Context: an optimization exercise on an open-source flow, tuned for small area and a short achievable clock period. The choices shown serve that exercise and are no tape-out recipe. At most, simulation tests tie the RTL to the original design; equivalence was not proved. Power and IR drop assume default switching activity.

==> inputs of run A <==
==> flow/design.v (excerpt) <==
module wallaceMulTop (
	input  logic        clk,
	input  logic        arstN,
	input  logic        reqValid,
	input  logic [15:0] reqOpA,
	input  logic [15:0] reqOpB,
	output logic        respValid,
	output logic [31:0] respProduct
);
	logic        valid1_q;
	logic        valid2_q;
	logic [124:0] s1_d;
	logic [124:0] s1_q;
	logic [48:0] s2_d;
	logic [48:0] s2_q;
	logic [31:0] rowA;
	logic [31:0] rowB;
	logic [31:0] sum;
	always_ff @(posedge clk or negedge arstN) begin
		if (!arstN) begin
			valid1_q  <= 1'b0;
			valid2_q  <= 1'b0;
			respValid <= 1'b0;
		end else begin
			valid1_q  <= reqValid;
			valid2_q  <= valid1_q;
			respValid <= valid2_q;
		end
	end
	always_ff @(posedge clk) begin
		s1_q        <= s1_d;
		s2_q        <= s2_d;
		respProduct <= sum;
	end
	logic [16:0] bx;
	logic [7:0]  one;
	logic [7:0]  two;
	logic [7:0]  neg;
	assign bx = {reqOpB, 1'b0};
	for (genvar i = 0; i < 8; i++) begin : gEnc
		boothEnc uEnc (.b(bx[2*i+2:2*i]), .one(one[i]), .two(two[i]), .neg(neg[i]));
	end
	logic pp0_0;
	logic pp0_1;
	logic pp0_2;
	logic pp0_3;
	logic pp0_4;
	logic pp0_5;
	logic pp0_6;
	logic pp0_7;
	logic pp0_8;
	logic pp0_9;
	logic pp0_10;
	logic pp0_11;
	logic pp0_12;
	logic pp0_13;
	logic pp0_14;
	logic pp0_15;
	logic pp0_16;
	logic pp1_0;
	logic pp1_1;
	logic pp1_2;
	logic pp1_3;
	logic pp1_4;
	logic pp1_5;
	logic pp1_6;
	logic pp1_7;
	logic pp1_8;
	logic pp1_9;
	logic pp1_10;
	logic pp1_11;
	logic pp1_12;
	logic pp1_13;
	logic pp1_14;
	logic pp1_15;
	logic pp1_16;
	logic pp2_0;
	logic pp2_1;
	logic pp2_2;
	logic pp2_3;
	logic pp2_4;
	logic pp2_5;
	logic pp2_6;
	logic pp2_7;
	logic pp2_8;
	logic pp2_9;
	logic pp2_10;
	logic pp2_11;
	logic pp2_12;
	logic pp2_13;
	logic pp2_14;
	logic pp2_15;
	logic pp2_16;
	logic pp3_0;
	logic pp3_1;
	logic pp3_2;
	logic pp3_3;
	logic pp3_4;
	logic pp3_5;
	logic pp3_6;
	logic pp3_7;
	logic pp3_8;
	logic pp3_9;
	logic pp3_10;
	logic pp3_11;
	logic pp3_12;
	logic pp3_13;
	logic pp3_14;
	logic pp3_15;
	logic pp3_16;
	logic pp4_0;
	logic pp4_1;
	logic pp4_2;
	logic pp4_3;
	logic pp4_4;
  ...
Settings: LEC_CHECK=0, ABC_CLOCK_PERIOD_IN_PS=2500, CAP_MARGIN=20, CORE_MARGIN=2, CORE_UTILIZATION=60, PLACE_DENSITY=0.75, SETUP_SLACK_MARGIN=2.1, SLEW_MARGIN=20, SYNTH_HIERARCHICAL=1; clock period 4.3 ns.
standard.sh (not shown) runs the stock make flow with config.mk's settings and CLKGATE_MAP_FILE= SYNTH_SCRIPT=/design/flow/synth_recipe.tcl, a recipe that flattens the netlist after the stock synthesis.
==> flow/flow/run.sh <==
#!/bin/bash
# The standard layout (standard.sh, unchanged synthesis) with two changes:
# the port buffers are plain buf_2 cells instead of the delay buffers that
# buffer_ports picks by default, and the clock tree is built from clkbuf_8 cells without dummy loads.
set -euo pipefail
export BUFFER_PORTS_ARGS="-buffer_cell sky130_fd_sc_hd__buf_2"
export CTS_ARGS="-sink_clustering_enable -repair_clock_nets -buf_list sky130_fd_sc_hd__clkbuf_4 -dont_use_dummy_load -sink_clustering_size 8 -sink_clustering_max_diameter 50"
bash standard.sh > standard.log 2>&1
==> run R (differences from run A) <==
- GPL_ROUTABILITY_DRIVEN: not set -> 0
- PLACE_DENSITY: 0.75 -> not set
==> run Z (differences from run A) <==
--- a/flow/flow/run.sh
+++ b/flow/flow/run.sh
@@ -5,4 +5,4 @@
 set -euo pipefail
 export BUFFER_PORTS_ARGS="-buffer_cell sky130_fd_sc_hd__buf_2"
-export CTS_ARGS="-sink_clustering_enable -repair_clock_nets -buf_list sky130_fd_sc_hd__clkbuf_4 -dont_use_dummy_load -sink_clustering_size 8 -sink_clustering_max_diameter 50"
+export CTS_ARGS="-sink_clustering_enable -repair_clock_nets -buf_list sky130_fd_sc_hd__clkbuf_8 -dont_use_dummy_load -sink_clustering_size 14 -sink_clustering_max_diameter 100"
 bash standard.sh > standard.log 2>&1
- PLACE_DENSITY: 0.75 -> not set
==> metrics.md <==
| Metric | Value |
|---|---|
| M1 WL | `10700 um` |
| Post-DP Area | `11200 um2` |
| Met2 Wirelength | `10400 um` |
| Clock skew | `83.2 ps` |
| CTS H-tree lvls | `2` |
| Status | `complete, no violations` |
| Multi-input combinational area share | `0.538` |
| Clock buf count | `34` |
the above is filed under run R

==> metrics.md <==
| Metric | Value |
|---|---|
| CTS H-tree lvls | `1` |
| Post-DP Area | `11200 um2` |
| Met2 Wirelength | `9950 um` |
| Status | `complete, no violations` |
| Multi-input combinational area share | `0.537` |
| Clock buf count | `30` |
the above is filed under run A

==> metrics.md <==
| Metric | Value |
|---|---|
| Status | `complete, no violations` |
| Clock skew | `29.2 ps` |
| Post-DP Area | `11200 um2` |
| Clock buf count | `18` |
| Busiest grt layer | `met2` |
| Met2 Wirelength | `10300 um` |
| CTS H-tree lvls | `1` |
| M1 WL | `10800 um` |
| Multi-input combinational area share | `0.535` |
the above is filed under run Z


========
==> wip/raven <==
Another version of the RTL of wallaceMulTop (not shown whole).
export LEC_CHECK = 0
export ABC_CLOCK_PERIOD_IN_PS = 2500
export CAP_MARGIN = 20
export CORE_MARGIN = 2
export CORE_UTILIZATION = 60
export SETUP_SLACK_MARGIN = 2.1
export SLEW_MARGIN = 20
export SYNTH_HIERARCHICAL = 1
create_clock -name core_clock -period 4.3 [get_ports {clk}]
==> flow/flow/run.sh <==
#!/bin/bash
# The standard layout (standard.sh, unchanged synthesis) with two changes:
# the port buffers are plain buf_2 cells instead of the delay buffers that
# buffer_ports picks by default, and the clock tree is built from clkbuf_4 and
# clkbuf_8 cells without dummy loads.
set -euo pipefail
export BUFFER_PORTS_ARGS="-buffer_cell sky130_fd_sc_hd__buf_2"
export CTS_ARGS="-sink_clustering_enable -repair_clock_nets -buf_list {sky130_fd_sc_hd__clkbuf_4 sky130_fd_sc_hd__clkbuf_8} -dont_use_dummy_load"
bash standard.sh > standard.log 2>&1
==> wip/harbor (differences from wip/raven) <==
==> flow/run.sh (new file) <==
#!/bin/bash
# synth_recipe.tcl (not shown) runs the flow's synth.tcl, then flattens the netlist and writes it again
# the make line also repeats each setting of config.mk as NAME=value (left out here)
make -C /OpenROAD-flow-scripts/flow DESIGN_CONFIG=/design/flow/config.mk WORK_HOME=/design/flow/orfs CLKGATE_MAP_FILE= SYNTH_SCRIPT=/design/flow/synth_recipe.tcl finish
- SETUP_SLACK_MARGIN: 2.1 -> 1.5
removed: flow/flow/run.sh
removed: flow/standard.sh
==> qor summary <==
Final core area utilization: wip/raven 0.6975; wip/harbor 0.6998
Tcrit/Tclk final: wip/raven 0.5294; wip/harbor 0.6420
Share of final layout cell area taken by clock buffers and inverters: wip/raven 0.03462; wip/harbor 0.05494
Result of the run: wip/raven complete, no violations; wip/harbor complete, no violations
Worst hold path type: wip/raven primary input to async pin; wip/harbor flip-flop to flip-flop
Int Power: wip/raven 5.522 mW; wip/harbor 5.821 mW
Net switching share of the total power: wip/raven 0.3900; wip/harbor 0.3658
# Post-CTS Setup Buffers: wip/raven 3; wip/harbor 0
Area occupied by multi-input gates: wip/raven 8788 um^2; wip/harbor 8109 um^2
Number of global-route vias before repair: wip/raven 9770; wip/harbor 9814
HPWL after detailed placement: wip/raven 23.99 mm; wip/harbor 24.72 mm
Met3 Track Usage GR: wip/raven 0.08283; wip/harbor 0.06145
Number of placed instances with taps included: wip/raven 1663; wip/harbor 1708
Slew of the pin with the lowest slew margin: wip/raven 821.7 ps; wip/harbor 950.4 ps
Startpoint of the lowest-slack register-to-register path: wip/raven s2_q[24]; wip/harbor s2_q[23]
Post-placement worst setup slack: wip/raven 1248 ps; wip/harbor 718.1 ps
Kind of critical path: wip/raven flip-flop to flip-flop; wip/harbor primary input to flip-flop
Function was not checked in any run of this note: the RTL went through the layout flow alone.

========
==> run a: inputs <==
wallaceMulTop, a different RTL version from the one above (not shown whole).
Settings: LEC_CHECK=0, ABC_CLOCK_PERIOD_IN_PS=2500, CAP_MARGIN=20, CORE_MARGIN=2, CORE_UTILIZATION=70, SETUP_SLACK_MARGIN=2.1, SLEW_MARGIN=20, SYNTH_HIERARCHICAL=1; clock period 4.3 ns.
==> flow/flow/run.sh <==
#!/bin/bash
# The standard layout (standard.sh, unchanged synthesis) with two changes:
# the port buffers are plain buf_2 cells instead of the delay buffers that
# buffer_ports picks by default, and the clock tree is built from clkbuf_8 cells without dummy loads.
set -euo pipefail
export BUFFER_PORTS_ARGS="-buffer_cell sky130_fd_sc_hd__buf_2"
export CTS_ARGS="-sink_clustering_enable -repair_clock_nets -buf_list sky130_fd_sc_hd__clkbuf_8 -dont_use_dummy_load -sink_clustering_size 14 -sink_clustering_max_diameter 100"
bash standard.sh > standard.log 2>&1
==> run b (differences from run a) <==
- CORE_UTILIZATION: 70 -> 60
- SETUP_SLACK_MARGIN: 2.1 -> 1.9
==> run c (differences from run a) <==
- CORE_UTILIZATION: 70 -> 60
- SETUP_SLACK_MARGIN: 2.1 -> 2.3
==> summary of the runs <==
Of run c and run b, run b has the higher first-iteration DRC count (gap about 20%, measured against run b). The highest non-clock buffer count belongs to run c, the lowest to run b. Against run c, the die area of run a is lower by about 14%. Utilization: run b is lower than run a (13 points). In run a the register-to-register slack is higher than in run b, by 0.06 ns. Via count, highest first: run c, run a, run b. Combinational power: run a is larger than run b (7.3%).

========
==> 06-21 <==
Another version of the RTL of wallaceMulTop (not shown whole).
==> flow/config.mk <==
export PLATFORM = sky130hd
export DESIGN_NAME = wallaceMulTop
export DESIGN_NICKNAME = wallaceMulTop
export VERILOG_FILES = /design/flow/design.v
export SDC_FILE = /design/flow/constraint.sdc
export NUM_CORES = 4
export LEC_CHECK = 0
export ABC_CLOCK_PERIOD_IN_PS = 2500
export CAP_MARGIN = 20
export CORE_MARGIN = 2
export CORE_UTILIZATION = 60
export SETUP_SLACK_MARGIN = 2.1
export SLEW_MARGIN = 20
export SYNTH_HIERARCHICAL = 1
==> flow/constraint.sdc <==
create_clock -name core_clock -period 4.3 [get_ports {clk}]
set_input_delay 0.8600 -clock core_clock [delete_from_list [all_inputs] [get_ports {clk}]]
set_output_delay 0.8600 -clock core_clock [all_outputs]
set_load 0.01 [all_outputs]
==> flow/flow/run.sh <==
#!/bin/bash
# The standard layout (standard.sh, unchanged synthesis) with two changes:
# the port buffers are plain buf_2 cells instead of the delay buffers that
# buffer_ports picks by default, and the clock tree is built from clkbuf_8 cells without dummy loads.
set -euo pipefail
export BUFFER_PORTS_ARGS="-buffer_cell sky130_fd_sc_hd__buf_2"
export CTS_ARGS="-sink_clustering_enable -repair_clock_nets -buf_list sky130_fd_sc_hd__clkbuf_8 -dont_use_dummy_load"
bash standard.sh > standard.log 2>&1
==> 10-17 (differences from 06-21) <==
ABC_AREA = 1   (was default)
==> 03-28 (differences from 06-21) <==
--- a/flow/design.v
+++ b/flow/design.v
@@ -240,11 +240,11 @@
 	logic pp8_11;
 	logic pp8_12;
 	logic pp8_13;
 	logic pp8_14;
 	logic pp8_15;
-	assign pp0_0 = (one[0] & reqOpA[0]) ^ neg[0];
+	boothSel upp0_0 (.one(one[0]), .two(two[0]), .neg(neg[0]), .a(reqOpA[0]), .aLow(1'b0), .pp(pp0_0));
 	boothSel upp0_1 (.one(one[0]), .two(two[0]), .neg(neg[0]), .a(reqOpA[1]), .aLow(reqOpA[0]), .pp(pp0_1));
 	boothSel upp0_2 (.one(one[0]), .two(two[0]), .neg(neg[0]), .a(reqOpA[2]), .aLow(reqOpA[1]), .pp(pp0_2));
 	boothSel upp0_3 (.one(one[0]), .two(two[0]), .neg(neg[0]), .a(reqOpA[3]), .aLow(reqOpA[2]), .pp(pp0_3));
 	boothSel upp0_4 (.one(one[0]), .two(two[0]), .neg(neg[0]), .a(reqOpA[4]), .aLow(reqOpA[3]), .pp(pp0_4));
 	boothSel upp0_5 (.one(one[0]), .two(two[0]), .neg(neg[0]), .a(reqOpA[5]), .aLow(reqOpA[4]), .pp(pp0_5));
@@ -256,12 +256,12 @@
 	boothSel upp0_11 (.one(one[0]), .two(two[0]), .neg(neg[0]), .a(reqOpA[11]), .aLow(reqOpA[10]), .pp(pp0_11));
 	boothSel upp0_12 (.one(one[0]), .two(two[0]), .neg(neg[0]), .a(reqOpA[12]), .aLow(reqOpA[11]), .pp(pp0_12));
 	boothSel upp0_13 (.one(one[0]), .two(two[0]), .neg(neg[0]), .a(reqOpA[13]), .aLow(reqOpA[12]), .pp(pp0_13));
 	boothSel upp0_14 (.one(one[0]), .two(two[0]), .neg(neg[0]), .a(reqOpA[14]), .aLow(reqOpA[13]), .pp(pp0_14));
 	boothSel upp0_15 (.one(one[0]), .two(two[0]), .neg(neg[0]), .a(reqOpA[15]), .aLow(reqOpA[14]), .pp(pp0_15));
-	assign pp0_16 = (two[0] & reqOpA[15]) ^ neg[0];
-	assign pp1_0 = (one[1] & reqOpA[0]) ^ neg[1];
+	boothSel upp0_16 (.one(one[0]), .two(two[0]), .neg(neg[0]), .a(1'b0), .aLow(reqOpA[15]), .pp(pp0_16));
+	boothSel upp1_0 (.one(one[1]), .two(two[1]), .neg(neg[1]), .a(reqOpA[0]), .aLow(1'b0), .pp(pp1_0));
 	boothSel upp1_1 (.one(one[1]), .two(two[1]), .neg(neg[1]), .a(reqOpA[1]), .aLow(reqOpA[0]), .pp(pp1_1));
 	boothSel upp1_2 (.one(one[1]), .two(two[1]), .neg(neg[1]), .a(reqOpA[2]), .aLow(reqOpA[1]), .pp(pp1_2));
 	boothSel upp1_3 (.one(one[1]), .two(two[1]), .neg(neg[1]), .a(reqOpA[3]), .aLow(reqOpA[2]), .pp(pp1_3));
 	boothSel upp1_4 (.one(one[1]), .two(two[1]), .neg(neg[1]), .a(reqOpA[4]), .aLow(reqOpA[3]), .pp(pp1_4));
 	boothSel upp1_5 (.one(one[1]), .two(two[1]), .neg(neg[1]), .a(reqOpA[5]), .aLow(reqOpA[4]), .pp(pp1_5));
@@ -273,12 +273,12 @@
 	boothSel upp1_11 (.one(one[1]), .two(two[1]), .neg(neg[1]), .a(reqOpA[11]), .aLow(reqOpA[10]), .pp(pp1_11));
 	boothSel upp1_12 (.one(one[1]), .two(two[1]), .neg(neg[1]), .a(reqOpA[12]), .aLow(reqOpA[11]), .pp(pp1_12));
 	boothSel upp1_13 (.one(one[1]), .two(two[1]), .neg(neg[1]), .a(reqOpA[13]), .aLow(reqOpA[12]), .pp(pp1_13));
 	boothSel upp1_14 (.one(one[1]), .two(two[1]), .neg(neg[1]), .a(reqOpA[14]), .aLow(reqOpA[13]), .pp(pp1_14));
 	boothSel upp1_15 (.one(one[1]), .two(two[1]), .neg(neg[1]), .a(reqOpA[15]), .aLow(reqOpA[14]), .pp(pp1_15));
-	assign pp1_16 = (two[1] & reqOpA[15]) ^ neg[1];
-	assign pp2_0 = (one[2] & reqOpA[0]) ^ neg[2];
+	boothSel upp1_16 (.one(one[1]), .two(two[1]), .neg(neg[1]), .a(1'b0), .aLow(reqOpA[15]), .pp(pp1_16));
+	boothSel upp2_0 (.one(one[2]), .two(two[2]), .neg(neg[2]), .a(reqOpA[0]), .aLow(1'b0), .pp(pp2_0));
 	boothSel upp2_1 (.one(one[2]), .two(two[2]), .neg(neg[2]), .a(reqOpA[1]), .aLow(reqOpA[0]), .pp(pp2_1));
 	boothSel upp2_2 (.one(one[2]), .two(two[2]), .neg(neg[2]), .a(reqOpA[2]), .aLow(reqOpA[1]), .pp(pp2_2));
 	boothSel upp2_3 (.one(one[2]), .two(two[2]), .neg(neg[2]), .a(reqOpA[3]), .aLow(reqOpA[2]), .pp(pp2_3));
 	boothSel upp2_4 (.one(one[2]), .two(two[2]), .neg(neg[2]), .a(reqOpA[4]), .aLow(reqOpA[3]), .pp(pp2_4));
 	boothSel upp2_5 (.one(one[2]), .two(two[2]), .neg(neg[2]), .a(reqOpA[5]), .aLow(reqOpA[4]), .pp(pp2_5));
@@ -290,12 +290,12 @@
 	boothSel upp2_11 (.one(one[2]), .two(two[2]), .neg(neg[2]), .a(reqOpA[11]), .aLow(reqOpA[10]), .pp(pp2_11));
 	boothSel upp2_12 (.one(one[2]), .two(two[2]), .neg(neg[2]), .a(reqOpA[12]), .aLow(reqOpA[11]), .pp(pp2_12));
 	boothSel upp2_13 (.one(one[2]), .two(two[2]), .neg(neg[2]), .a(reqOpA[13]), .aLow(reqOpA[12]), .pp(pp2_13));
 	boothSel upp2_14 (.one(one[2]), .two(two[2]), .neg(neg[2]), .a(reqOpA[14]), .aLow(reqOpA[13]), .pp(pp2_14));
 	boothSel upp2_15 (.one(one[2]), .two(two[2]), .neg(neg[2]), .a(reqOpA[15]), .aLow(reqOpA[14]), .pp(pp2_15));
-	assign pp2_16 = (two[2] & reqOpA[15]) ^ neg[2];
-	assign pp3_0 = (one[3] & reqOpA[0]) ^ neg[3];
+	boothSel upp2_16 (.one(one[2]), .two(two[2]), .neg(neg[2]), .a(1'b0), .aLow(reqOpA[15]), .pp(pp2_16));
+	boothSel upp3_0 (.one(one[3]), .two(two[3]), .neg(neg[3]), .a(reqOpA[0]), .aLow(1'b0), .pp(pp3_0));
 	boothSel upp3_1 (.one(one[3]), .two(two[3]), .neg(neg[3]), .a(reqOpA[1]), .aLow(reqOpA[0]), .pp(pp3_1));
 	boothSel upp3_2 (.one(one[3]), .two(two[3]), .neg(neg[3]), .a(reqOpA[2]), .aLow(reqOpA[1]), .pp(pp3_2));
 	boothSel upp3_3 (.one(one[3]), .two(two[3]), .neg(neg[3]), .a(reqOpA[3]), .aLow(reqOpA[2]), .pp(pp3_3));
 	boothSel upp3_4 (.one(one[3]), .two(two[3]), .neg(neg[3]), .a(reqOpA[4]), .aLow(reqOpA[3]), .pp(pp3_4));
 	boothSel upp3_5 (.one(one[3]), .two(two[3]), .neg(neg[3]), .a(reqOpA[5]), .aLow(reqOpA[4]), .pp(pp3_5));
@@ -307,12 +307,12 @@
 	boothSel upp3_11 (.one(one[3]), .two(two[3]), .neg(neg[3]), .a(reqOpA[11]), .aLow(reqOpA[10]), .pp(pp3_11));
 	boothSel upp3_12 (.one(one[3]), .two(two[3]), .neg(neg[3]), .a(reqOpA[12]), .aLow(reqOpA[11]), .pp(pp3_12));
 	boothSel upp3_13 (.one(one[3]), .two(two[3]), .neg(neg[3]), .a(reqOpA[13]), .aLow(reqOpA[12]), .pp(pp3_13));
 	boothSel upp3_14 (.one(one[3]), .two(two[3]), .neg(neg[3]), .a(reqOpA[14]), .aLow(reqOpA[13]), .pp(pp3_14));
 	boothSel upp3_15 (.one(one[3]), .two(two[3]), .neg(neg[3]), .a(reqOpA[15]), .aLow(reqOpA[14]), .pp(pp3_15));
-	assign pp3_16 = (two[3] & reqOpA[15]) ^ neg[3];
-	assign pp4_0 = (one[4] & reqOpA[0]) ^ neg[4];
+	boothSel upp3_16 (.one(one[3]), .two(two[3]), .neg(neg[3]), .a(1'b0), .aLow(reqOpA[15]), .pp(pp3_16));
+	boothSel upp4_0 (.one(one[4]), .two(two[4]), .neg(neg[4]), .a(reqOpA[0]), .aLow(1'b0), .pp(pp4_0));
 	boothSel upp4_1 (.one(one[4]), .two(two[4]), .neg(neg[4]), .a(reqOpA[1]), .aLow(reqOpA[0]), .pp(pp4_1));
 	boothSel upp4_2 (.one(one[4]), .two(two[4]), .neg(neg[4]), .a(reqOpA[2]), .aLow(reqOpA[1]), .pp(pp4_2));
 	boothSel upp4_3 (.one(one[4]), .two(two[4]), .neg(neg[4]), .a(reqOpA[3]), .aLow(reqOpA[2]), .pp(pp4_3));
 	boothSel upp4_4 (.one(one[4]), .two(two[4]), .neg(neg[4]), .a(reqOpA[4]), .aLow(reqOpA[3]), .pp(pp4_4));
 	boothSel upp4_5 (.one(one[4]), .two(two[4]), .neg(neg[4]), .a(reqOpA[5]), .aLow(reqOpA[4]), .pp(pp4_5));
@@ -324,12 +324,12 @@
 	boothSel upp4_11 (.one(one[4]), .two(two[4]), .neg(neg[4]), .a(reqOpA[11]), .aLow(reqOpA[10]), .pp(pp4_11));
 	boothSel upp4_12 (.one(one[4]), .two(two[4]), .neg(neg[4]), .a(reqOpA[12]), .aLow(reqOpA[11]), .pp(pp4_12));
 	boothSel upp4_13 (.one(one[4]), .two(two[4]), .neg(neg[4]), .a(reqOpA[13]), .aLow(reqOpA[12]), .pp(pp4_13));
 	boothSel upp4_14 (.one(one[4]), .two(two[4]), .neg(neg[4]), .a(reqOpA[14]), .aLow(reqOpA[13]), .pp(pp4_14));
 	boothSel upp4_15 (.one(one[4]), .two(two[4]), .neg(neg[4]), .a(reqOpA[15]), .aLow(reqOpA[14]), .pp(pp4_15));
-	assign pp4_16 = (two[4] & reqOpA[15]) ^ neg[4];
-	assign pp5_0 = (one[5] & reqOpA[0]) ^ neg[5];
+	boothSel upp4_16 (.one(one[4]), .two(two[4]), .neg(neg[4]), .a(1'b0), .aLow(reqOpA[15]), .pp(pp4_16));
+	boothSel upp5_0 (.one(one[5]), .two(two[5]), .neg(neg[5]), .a(reqOpA[0]), .aLow(1'b0), .pp(pp5_0));
 	boothSel upp5_1 (.one(one[5]), .two(two[5]), .neg(neg[5]), .a(reqOpA[1]), .aLow(reqOpA[0]), .pp(pp5_1));
 	boothSel upp5_2 (.one(one[5]), .two(two[5]), .neg(neg[5]), .a(reqOpA[2]), .aLow(reqOpA[1]), .pp(pp5_2));
 	boothSel upp5_3 (.one(one[5]), .two(two[5]), .neg(neg[5]), .a(reqOpA[3]), .aLow(reqOpA[2]), .pp(pp5_3));
 	boothSel upp5_4 (.one(one[5]), .two(two[5]), .neg(neg[5]), .a(reqOpA[4]), .aLow(reqOpA[3]), .pp(pp5_4));
 	boothSel upp5_5 (.one(one[5]), .two(two[5]), .neg(neg[5]), .a(reqOpA[5]), .aLow(reqOpA[4]), .pp(pp5_5));
@@ -341,12 +341,12 @@
 	boothSel upp5_11 (.one(one[5]), .two(two[5]), .neg(neg[5]), .a(reqOpA[11]), .aLow(reqOpA[10]), .pp(pp5_11));
 	boothSel upp5_12 (.one(one[5]), .two(two[5]), .neg(neg[5]), .a(reqOpA[12]), .aLow(reqOpA[11]), .pp(pp5_12));
 	boothSel upp5_13 (.one(one[5]), .two(two[5]), .neg(neg[5]), .a(reqOpA[13]), .aLow(reqOpA[12]), .pp(pp5_13));
 	boothSel upp5_14 (.one(one[5]), .two(two[5]), .neg(neg[5]), .a(reqOpA[14]), .aLow(reqOpA[13]), .pp(pp5_14));
 	boothSel upp5_15 (.one(one[5]), .two(two[5]), .neg(neg[5]), .a(reqOpA[15]), .aLow(reqOpA[14]), .pp(pp5_15));
-	assign pp5_16 = (two[5] & reqOpA[15]) ^ neg[5];
-	assign pp6_0 = (one[6] & reqOpA[0]) ^ neg[6];
+	boothSel upp5_16 (.one(one[5]), .two(two[5]), .neg(neg[5]), .a(1'b0), .aLow(reqOpA[15]), .pp(pp5_16));
+	boothSel upp6_0 (.one(one[6]), .two(two[6]), .neg(neg[6]), .a(reqOpA[0]), .aLow(1'b0), .pp(pp6_0));
 	boothSel upp6_1 (.one(one[6]), .two(two[6]), .neg(neg[6]), .a(reqOpA[1]), .aLow(reqOpA[0]), .pp(pp6_1));
 	boothSel upp6_2 (.one(one[6]), .two(two[6]), .neg(neg[6]), .a(reqOpA[2]), .aLow(reqOpA[1]), .pp(pp6_2));
 	boothSel upp6_3 (.one(one[6]), .two(two[6]), .neg(neg[6]), .a(reqOpA[3]), .aLow(reqOpA[2]), .pp(pp6_3));
 	boothSel upp6_4 (.one(one[6]), .two(two[6]), .neg(neg[6]), .a(reqOpA[4]), .aLow(reqOpA[3]), .pp(pp6_4));
 	boothSel upp6_5 (.one(one[6]), .two(two[6]), .neg(neg[6]), .a(reqOpA[5]), .aLow(reqOpA[4]), .pp(pp6_5));
@@ -358,12 +358,12 @@
 	boothSel upp6_11 (.one(one[6]), .two(two[6]), .neg(neg[6]), .a(reqOpA[11]), .aLow(reqOpA[10]), .pp(pp6_11));
 	boothSel upp6_12 (.one(one[6]), .two(two[6]), .neg(neg[6]), .a(reqOpA[12]), .aLow(reqOpA[11]), .pp(pp6_12));
 	boothSel upp6_13 (.one(one[6]), .two(two[6]), .neg(neg[6]), .a(reqOpA[13]), .aLow(reqOpA[12]), .pp(pp6_13));
 	boothSel upp6_14 (.one(one[6]), .two(two[6]), .neg(neg[6]), .a(reqOpA[14]), .aLow(reqOpA[13]), .pp(pp6_14));
 	boothSel upp6_15 (.one(one[6]), .two(two[6]), .neg(neg[6]), .a(reqOpA[15]), .aLow(reqOpA[14]), .pp(pp6_15));
-	assign pp6_16 = (two[6] & reqOpA[15]) ^ neg[6];
-	assign pp7_0 = (one[7] & reqOpA[0]) ^ neg[7];
+	boothSel upp6_16 (.one(one[6]), .two(two[6]), .neg(neg[6]), .a(1'b0), .aLow(reqOpA[15]), .pp(pp6_16));
+	boothSel upp7_0 (.one(one[7]), .two(two[7]), .neg(neg[7]), .a(reqOpA[0]), .aLow(1'b0), .pp(pp7_0));
 	boothSel upp7_1 (.one(one[7]), .two(two[7]), .neg(neg[7]), .a(reqOpA[1]), .aLow(reqOpA[0]), .pp(pp7_1));
 	boothSel upp7_2 (.one(one[7]), .two(two[7]), .neg(neg[7]), .a(reqOpA[2]), .aLow(reqOpA[1]), .pp(pp7_2));
 	boothSel upp7_3 (.one(one[7]), .two(two[7]), .neg(neg[7]), .a(reqOpA[3]), .aLow(reqOpA[2]), .pp(pp7_3));
 	boothSel upp7_4 (.one(one[7]), .two(two[7]), .neg(neg[7]), .a(reqOpA[4]), .aLow(reqOpA[3]), .pp(pp7_4));
 	boothSel upp7_5 (.one(one[7]), .two(two[7]), .neg(neg[7]), .a(reqOpA[5]), .aLow(reqOpA[4]), .pp(pp7_5));
@@ -375,11 +375,11 @@
 	boothSel upp7_11 (.one(one[7]), .two(two[7]), .neg(neg[7]), .a(reqOpA[11]), .aLow(reqOpA[10]), .pp(pp7_11));
 	boothSel upp7_12 (.one(one[7]), .two(two[7]), .neg(neg[7]), .a(reqOpA[12]), .aLow(reqOpA[11]), .pp(pp7_12));
 	boothSel upp7_13 (.one(one[7]), .two(two[7]), .neg(neg[7]), .a(reqOpA[13]), .aLow(reqOpA[12]), .pp(pp7_13));
 	boothSel upp7_14 (.one(one[7]), .two(two[7]), .neg(neg[7]), .a(reqOpA[14]), .aLow(reqOpA[13]), .pp(pp7_14));
 	boothSel upp7_15 (.one(one[7]), .two(two[7]), .neg(neg[7]), .a(reqOpA[15]), .aLow(reqOpA[14]), .pp(pp7_15));
-	assign pp7_16 = (two[7] & reqOpA[15]) ^ neg[7];
+	boothSel upp7_16 (.one(one[7]), .two(two[7]), .neg(neg[7]), .a(1'b0), .aLow(reqOpA[15]), .pp(pp7_16));
 	assign pp8_0 = reqOpA[0] & reqOpB[15];
 	assign pp8_1 = reqOpA[1] & reqOpB[15];
 	assign pp8_2 = reqOpA[2] & reqOpB[15];
 	assign pp8_3 = reqOpA[3] & reqOpB[15];
 	assign pp8_4 = reqOpA[4] & reqOpB[15];
==> flow/flow/run.sh (replaced) <==
#!/bin/bash
# The standard layout (standard.sh, unchanged synthesis) with two changes:
# the port buffers are plain buf_2 cells instead of the delay buffers that
# buffer_ports picks by default, and the clock tree is built from clkbuf_4 and
# clkbuf_8 cells without dummy loads.
set -euo pipefail
export BUFFER_PORTS_ARGS="-buffer_cell sky130_fd_sc_hd__buf_2"
export CTS_ARGS="-sink_clustering_enable -repair_clock_nets -buf_list {sky130_fd_sc_hd__clkbuf_4 sky130_fd_sc_hd__clkbuf_8} -dont_use_dummy_load"
bash standard.sh > standard.log 2>&1
==> impl_metrics.py <==
metrics = {
    "pwr": {
        "p_clk_mw": 1.47,
        "p_clk_frac": 0.159,
    },
    "critical_path": {
        "critPathMostFrequentCell": "ha_4",
        "r2r_slack_ps": 2120,
        "worst_path_max_delay_cell": "dfxtp_2",
    },
    "run_status": {
        "status": "no timing/DRC/antenna violations",
    },
    "cells_and_area": {
        "finalNonFillerCells": 1217,
        "final_core_util": 0.719,
    },
    "sta": {
        "fin_crit_ps": 2180,
        "fmax_mhz": 458,
    },
    "route": {
        "drt_iter0_drc": 301,
    },
    "grt": {
        "grt_util_met1": 0.381,
    },
    "synthesis": {
        "synth-xor-area-share": 0.129,
    },
}
(the above is from 06-21)
==> impl_metrics.py <==
metrics = {
    "run_status": {
        "status": "no timing/DRC/antenna violations",
    },
    "cells_and_area": {
        "final_cell_mix": "206 x dfxtp_1, 145 x xnor2_1, 136 x a22oi_2, 104 x fa_1, 62 x buf_2",
        "final_common_cell": "dfxtp_1",
        "top_regs": "s1_q x125, s2_q x52, respProduct x32",
        "final_core_util": 0.744,
    },
    "critical_path": {
        "worst_path_max_delay_cell": "dfxtp_2",
        "critPathMostFrequentCell": "ha_4",
        "r2r_slack_ps": 2030,
    },
    "pwr": {
        "p_clk_mw": 1.44,
    },
    "grt": {
        "grt_util_met1": 0.386,
    },
    "route": {
        "vias": 7427,
        "drt_iter0_drc": 395,
    },
    "synthesis": {
        "ys_warn_count": 7,
        "synth-xor-area-share": 0.128,
    },
}
(the above is from 03-28)
==> impl_metrics.py <==
metrics = {
    "run_status": {
        "status": "no timing/DRC/antenna violations",
    },
    "synthesis": {
        "ys_seq_area_frac": 0.336,
        "synth-xor-area-share": 0.0249,
    },
    "sta": {
        "fmax_mhz": 457,
        "fin_crit_ps": 2190,
    },
    "cells_and_area": {
        "finalNonFillerCells": 2063,
    },
    "route": {
        "drt_iter0_drc": 650,
    },
    "critical_path": {
        "max_stage_delay_ps": 500,
        "r2r_slack_ps": 2110,
        "worst_path_max_delay_cell": "fa_1",
    },
    "grt": {
        "grt_util_met1": 0.410,
    },
}
(the above is from 10-17)
Function was not checked in any run of this note: the RTL went through the layout flow alone.

port drivers added, routing unchanged:
The flow's constraints put no driver on any port. The routed layouts listed below were extracted and timed again, unchanged, in two steps.
Step 1: set_driving_cell puts a clkbuf_16 on clk and a buf_2 on each other input, an assumption about the parent block.
Step 2 adds t to the input delays and takes it off the output delays; t is the mean of the earliest and latest rising clock arrival at the registers after step 1. Input paths then give back, and output paths get back, about the clock's delay inside the block.
Slacks: ideal / step 1 / step 2; pairs: ideal / step 1.
run	t (ns)	setup WS [ns]	worst hold slack (ns)	worst register clock-pin slew, ns
run A of note 1	0.673	2.056 / 2.056 / 1.444	0.311 / 0.311 / 0.311	0.09 / 0.09
run R of note 1	0.615	2.030 / 2.030 / 1.579	0.324 / 0.324 / 0.324	0.10 / 0.10
run Z of note 1	0.544	2.059 / 2.059 / 1.668	0.112 / 0.094 / 0.335	0.10 / 0.10
wip/raven	0.557	2.023 / 2.023 / 1.615	0.153 / 0.132 / 0.318	0.06 / 0.06
wip/harbor	0.556	1.539 / 1.564 / 1.008	0.326 / 0.326 / 0.326	0.07 / 0.07
run a of note 3	0.547	1.990 / 1.990 / 1.614	0.136 / 0.117 / 0.331	0.10 / 0.10
run b of note 3	0.551	1.933 / 1.933 / 1.495	0.118 / 0.102 / 0.334	0.10 / 0.10
run c of note 3	0.540	1.944 / 1.944 / 1.671	0.134 / 0.113 / 0.333	0.10 / 0.10
06-21	0.540	2.116 / 2.116 / 1.632	0.127 / 0.113 / 0.325	0.06 / 0.06
10-17	0.552	2.114 / 2.114 / 1.624	0.139 / 0.116 / 0.329	0.06 / 0.06
03-28	0.545	2.032 / 2.032 / 1.590	0.128 / 0.109 / 0.324	0.06 / 0.06
After both steps setup and hold are still met in every run listed. For run A of note 1, which loses most, drivers alone change the setup slack by 0.000 ns; drivers and shift together by -0.612 ns.
